What follows belongs to an exercise in optimizing a design on an open flow for small area, a short achievable clock period and few clock cycles per item; a production flow would make more cautious choices.
In this exercise RTL edits were held to simulation tests only and were not proved equivalent to the original.
Power is estimated from default activity; no workload was simulated.

==> flow/design.v <==
package ffwb_pkg;
    localparam int FRAMES     = 32;
    localparam int COEFS      = 16;
    localparam int DEPTH      = FRAMES * COEFS;
    localparam int ADDR_W     = $clog2(DEPTH);
    localparam int PTR_W      = $clog2(FRAMES);
    localparam int CMD_W      = 2;
    localparam int COEF_IDX_W = 4;
    localparam int OFS_W      = 5;
    localparam int VAL_W      = 8;
    localparam int QDEPTH     = 4;
    localparam logic [CMD_W-1:0] CMD_WRITE   = 2'd0;
    localparam logic [CMD_W-1:0] CMD_COMMIT  = 2'd1;
    localparam logic [CMD_W-1:0] CMD_READ    = 2'd2;
    localparam logic [CMD_W-1:0] CMD_CONSUME = 2'd3;
endpackage
module ffwb_ram (
    input  logic        clk,
    input  logic [7:0]  wsel_lo_n,
    input  logic [7:0]  wsel_mid,
    input  logic [7:0]  wsel_hi,
    input  logic [63:0] rsel_lo,
    input  logic [7:0]  rsel_mid,
    input  logic [7:0]  wdata,
    output logic [63:0] blk_data     
);
    logic [4095:0] q;
    logic [7:0] sub [64];
    logic [7:0] blk [8];
    logic [63:0] row_we_n;    
    for (genvar r = 0; r < 64; r++)
    begin : g_row
        assign row_we_n[r] = !(wsel_hi[r / 8] && wsel_mid[r % 8]);
    end
    for (genvar w = 0; w < 512; w++)
    begin : g_word
        always_ff @(posedge clk)
        begin
            if (!(row_we_n[w / 8] || wsel_lo_n[w % 8]))
            begin
                q[w * 8 +: 8] <= wdata;
            end
        end
    end
    always_comb
    begin
        for (int s = 0; s < 64; s++)
        begin
            sub[s] = '0;
            for (int k = 0; k < 8; k++)
            begin
                sub[s] = sub[s] | ({8{rsel_lo[(s / 8) * 8 + k]}} & q[(s * 8 + k) * 8 +: 8]);
            end
        end
        for (int b = 0; b < 8; b++)
        begin
            blk[b] = '0;
            for (int m = 0; m < 8; m++)
            begin
                blk[b] = blk[b] | ({8{rsel_mid[m]}} & sub[b * 8 + m]);
            end
        end
    end
    always_ff @(posedge clk)
    begin
        for (int b = 0; b < 8; b++)
        begin
            blk_data[b * 8 +: 8] <= blk[b];
        end
    end
endmodule
import ffwb_pkg::*;
module ffwb_ctrl (
    input  logic        clk,
    input  logic        rst_n,
    input  logic        accept,
    input  logic [1:0]  cmd,
    input  logic [3:0]  coef_index,
    input  logic [4:0]  frame_offset,
    output logic [7:0]  wsel_lo_n,
    output logic [7:0]  wsel_mid,
    output logic [7:0]  wsel_hi,
    output logic [63:0] rsel_lo,
    output logic [7:0]  rsel_mid,
    output logic        ready_res,
    output logic        filled
);
    logic [4:0] wp;
    logic [4:0] lp1;         
    logic       filled_q;
    logic [4:0] frame;
    logic [8:0] addr;
    logic       rd;
    assign rd    = (cmd == CMD_READ);
    assign frame = rd ? (wp + frame_offset) : wp;
    assign addr  = {frame, coef_index};
    always_ff @(posedge clk or negedge rst_n)
    begin
        if (!rst_n)
        begin
            wp       <= '0;
            lp1      <= 5'd1;
            filled_q <= 1'b0;
        end
        else if (accept)
        begin
            if (cmd == CMD_COMMIT)
            begin
                wp <= wp + 5'd1;
                if (wp == 5'd31)
                begin
                    filled_q <= 1'b1;
                end
            end
            if (cmd == CMD_CONSUME)
            begin
                lp1 <= wp;
            end
        end
    end
    always_ff @(posedge clk)
    begin
        for (int i = 0; i < 8; i++)
        begin
            wsel_lo_n[i] <= (addr[2:0] != 3'(i));
            wsel_mid[i]  <= (addr[5:3] == 3'(i));
            wsel_hi[i]   <= accept && (cmd == CMD_WRITE) && (addr[8:6] == 3'(i));
            rsel_mid[i]  <= rd && (addr[5:3] == 3'(i));
        end
        for (int i = 0; i < 64; i++)
        begin
            rsel_lo[i]   <= ({addr[8:6], addr[2:0]} == 6'(i));
        end
    end
    assign ready_res = filled_q && (wp != lp1);
    assign filled    = filled_q;
endmodule
import ffwb_pkg::*;
module ffwb_out (
    input  logic        clk,
    input  logic        rst_n,
    input  logic        accept,
    input  logic        s1_valid,
    input  logic        s1_ready_res,
    input  logic        s1_filled,
    input  logic [63:0] blk_data,
    output logic        req_ready,
    input  logic        res_ready,
    output logic        res_valid,
    output logic [7:0]  res_read_value,
    output logic        res_ready_res,
    output logic        res_filled
);
    localparam int CW = $clog2(QDEPTH + 1);
    logic          s2_valid;
    logic [1:0]    s2_stat;
    logic [7:0]    s2_val;
    logic [9:0]    s2_res;
    logic [9:0]    qd [QDEPTH];
    logic [QDEPTH-1:0] qv;
    logic [QDEPTH-1:0] qv_next;
    logic          out_v;
    logic [CW-1:0] cnt;
    logic [CW-1:0] cnt_next;
    logic          take;
    logic          ready_q;
    logic [9:0]    head_next;
    logic [9:0]    out_q;
    always_ff @(posedge clk or negedge rst_n)
    begin
        if (!rst_n)
        begin
            s2_valid <= 1'b0;
        end
        else
        begin
            s2_valid <= s1_valid;
        end
    end
    always_ff @(posedge clk)
    begin
        s2_stat    <= {s1_ready_res, s1_filled};
    end
    always_comb
    begin
        s2_val = '0;
        for (int b = 0; b < 8; b++)
        begin
            s2_val = s2_val | blk_data[b * 8 +: 8];
        end
    end
    assign s2_res = {s2_val, s2_stat};
    assign take = qv[0] && res_ready;
    always_comb
    begin
        for (int i = 0; i < QDEPTH; i++)
        begin
            if (take)
            begin
                qv_next[i] = (i + 1 < QDEPTH && qv[(i + 1) % QDEPTH]) || (s2_valid && qv[i]);
            end
            else
            begin
                qv_next[i] = qv[i] || (s2_valid && (i == 0 || qv[(i + QDEPTH - 1) % QDEPTH]));
            end
        end
    end
    always_ff @(posedge clk or negedge rst_n)
    begin
        if (!rst_n)
        begin
            qv <= '0;
        end
        else
        begin
            qv <= qv_next;
        end
    end
    always_ff @(posedge clk)
    begin
        out_v <= qv_next[0];
    end
    always_ff @(posedge clk)
    begin
        for (int i = 0; i < QDEPTH; i++)
        begin
            if (take)
            begin
                if (i + 1 < QDEPTH && qv[(i + 1) % QDEPTH])
                begin
                    qd[i] <= qd[(i + 1) % QDEPTH];
                end
                else
                begin
                    qd[i] <= s2_res;
                end
            end
            else if (!qv[i] && (i == 0 ? s2_valid : qv[(i + QDEPTH - 1) % QDEPTH]))
            begin
                qd[i] <= s2_res;
            end
        end
    end
    assign head_next = (take && qv[1]) ? qd[1] : s2_res;
    always_ff @(posedge clk)
    begin
        out_q <= (take || !qv[0]) ? head_next : qd[0];
    end
    assign cnt_next = cnt + CW'(accept) - CW'(take);
    always_ff @(posedge clk or negedge rst_n)
    begin
        if (!rst_n)
        begin
            cnt <= '0;
        end
        else
        begin
            cnt <= cnt_next;
        end
    end
    always_ff @(posedge clk)
    begin
        ready_q <= (cnt_next < CW'(QDEPTH));
    end
    assign req_ready      = ready_q;
    assign res_valid      = out_v;
    assign res_read_value = out_q[9:2];
    assign res_ready_res  = out_q[1];
    assign res_filled     = out_q[0];
endmodule
import ffwb_pkg::*;
module feature_frame_window_buffer_core (
    input  logic       clk,
    input  logic       rst_n,
    input  logic       req_valid,
    output logic       req_ready,
    input  logic [1:0] req_cmd,
    input  logic [3:0] req_coef_index,
    input  logic [4:0] req_frame_offset,
    input  logic [7:0] req_coef_value,
    output logic       res_valid,
    input  logic       res_ready,
    output logic [7:0] res_read_value,
    output logic       res_ready_res,
    output logic       res_filled
);
    logic        accept;
    logic        s1_valid;
    logic [7:0]  s1_wdata;
    logic [7:0]  wsel_lo_n;
    logic [7:0]  wsel_mid;
    logic [7:0]  wsel_hi;
    logic [63:0] rsel_lo;
    logic [7:0]  rsel_mid;
    logic        ready_res;
    logic        filled;
    logic [63:0] blk_data;
    assign accept = req_valid && req_ready;
    always_ff @(posedge clk or negedge rst_n)
    begin
        if (!rst_n)
        begin
            s1_valid <= 1'b0;
        end
        else
        begin
            s1_valid <= accept;
        end
    end
    always_ff @(posedge clk)
    begin
        s1_wdata <= req_coef_value;
    end
    ffwb_ctrl u_ctrl (
        .clk          (clk),
        .rst_n        (rst_n),
        .accept       (accept),
        .cmd          (req_cmd),
        .coef_index   (req_coef_index),
        .frame_offset (req_frame_offset),
        .wsel_lo_n    (wsel_lo_n),
        .wsel_mid     (wsel_mid),
        .wsel_hi      (wsel_hi),
        .rsel_lo      (rsel_lo),
        .rsel_mid     (rsel_mid),
        .ready_res    (ready_res),
        .filled       (filled)
    );
    ffwb_ram u_store (
        .clk       (clk),
        .wsel_lo_n (wsel_lo_n),
        .wsel_mid  (wsel_mid),
        .wsel_hi   (wsel_hi),
        .rsel_lo   (rsel_lo),
        .rsel_mid  (rsel_mid),
        .wdata     (s1_wdata),
        .blk_data  (blk_data)
    );
    ffwb_out u_out (
        .clk            (clk),
        .rst_n          (rst_n),
        .accept         (accept),
        .s1_valid       (s1_valid),
        .s1_ready_res   (ready_res),
        .s1_filled      (filled),
        .blk_data       (blk_data),
        .req_ready      (req_ready),
        .res_ready      (res_ready),
        .res_valid      (res_valid),
        .res_read_value (res_read_value),
        .res_ready_res  (res_ready_res),
        .res_filled     (res_filled)
    );
endmodule
make LEC_CHECK=0 CAP_MARGIN=20 CORE_MARGIN=2 CORE_UTILIZATION=65 CTS_CLUSTER_DIAMETER=80 CTS_CLUSTER_SIZE=24 SETUP_SLACK_MARGIN=2.7 SLEW_MARGIN=20 finish   # period 5.0 ns
run.sh (not shown) runs the stock make flow with config.mk's settings and CLKGATE_MAP_FILE= SYNTH_SCRIPT=/design/flow/synth_recipe.tcl, a recipe that flattens the netlist after the stock synthesis.
Testbench counts at the start, summed over its fixed seeds: cycles 24,024, items 24,000.
Next try:
--- a/flow/design.v
+++ b/flow/design.v
@@ -157,10 +157,8 @@
     logic [7:0]    s2_val;
     logic [9:0]    s2_res;
     logic [9:0]    qd [QDEPTH];
     logic [QDEPTH-1:0] qv;
-    logic [QDEPTH-1:0] qv_next;
-    logic          out_v;
     logic [CW-1:0] cnt;
     logic [CW-1:0] cnt_next;
     logic          take;
     logic          ready_q;
@@ -190,39 +188,31 @@
         end
     end
     assign s2_res = {s2_val, s2_stat};
     assign take = qv[0] && res_ready;
-    always_comb
-    begin
-        for (int i = 0; i < QDEPTH; i++)
-        begin
-            if (take)
-            begin
-                qv_next[i] = (i + 1 < QDEPTH && qv[(i + 1) % QDEPTH]) || (s2_valid && qv[i]);
-            end
-            else
-            begin
-                qv_next[i] = qv[i] || (s2_valid && (i == 0 || qv[(i + QDEPTH - 1) % QDEPTH]));
-            end
-        end
-    end
     always_ff @(posedge clk or negedge rst_n)
     begin
         if (!rst_n)
         begin
             qv <= '0;
         end
         else
         begin
-            qv <= qv_next;
+            for (int i = 0; i < QDEPTH; i++)
+            begin
+                if (take)
+                begin
+                    qv[i] <= (i + 1 < QDEPTH && qv[(i + 1) % QDEPTH]) || (s2_valid && qv[i]);
+                end
+                else
+                begin
+                    qv[i] <= qv[i] || (s2_valid && (i == 0 || qv[(i + QDEPTH - 1) % QDEPTH]));
+                end
+            end
         end
     end
     always_ff @(posedge clk)
     begin
-        out_v <= qv_next[0];
-    end
-    always_ff @(posedge clk)
-    begin
         for (int i = 0; i < QDEPTH; i++)
         begin
             if (take)
             begin
@@ -262,9 +252,9 @@
     begin
         ready_q <= (cnt_next < CW'(QDEPTH));
     end
     assign req_ready      = ready_q;
-    assign res_valid      = out_v;
+    assign res_valid      = qv[0];
     assign res_read_value = out_q[9:2];
     assign res_ready_res  = out_q[1];
     assign res_filled     = out_q[0];
 endmodule
The changed run went through all stages and came out clean.
Area after synthesis barely changes.
Die area barely changes.
Clock power hardly moves.
Count of clock-buffer cells in the layout came out lower by 9.
Non-clock buffer count is higher by 26.
Via count came out higher slightly.
Register-to-register slack gets better by 0.02 ns.
Testbench counts after the change, summed over its fixed seeds: cycles 24,024, items 24,000.

## static timing again, ports no longer ideal
In the flow no input, the clock included, has a driving cell. The finished layouts below were timed again as built, in two steps. Step 1: set_driving_cell puts a clkbuf_16 on clk and a buf_2 on each other input, an assumption about the parent block. Step 2 moves the port delays by t, midway between the first and last clock arrival at a register: inputs arrive t later, outputs are due t later. That takes back most of the time a late clock gives input paths. Slacks: ideal / step 1 / step 2; pairs: ideal / step 1.
| run | shift t [ns] | setup WS [ns] | worst setup path at the end |
|---|---|---|---|
| the first run | 0.974 | 2.552 / 2.458 / 1.672 | input to register |
| the second run | 0.965 | 2.552 / 2.500 / 1.654 | input to register |
After both steps every run listed still meets setup and hold. For the second run, which loses most, drivers alone change the setup slack by -0.052 ns; drivers and shift together by -0.898 ns.
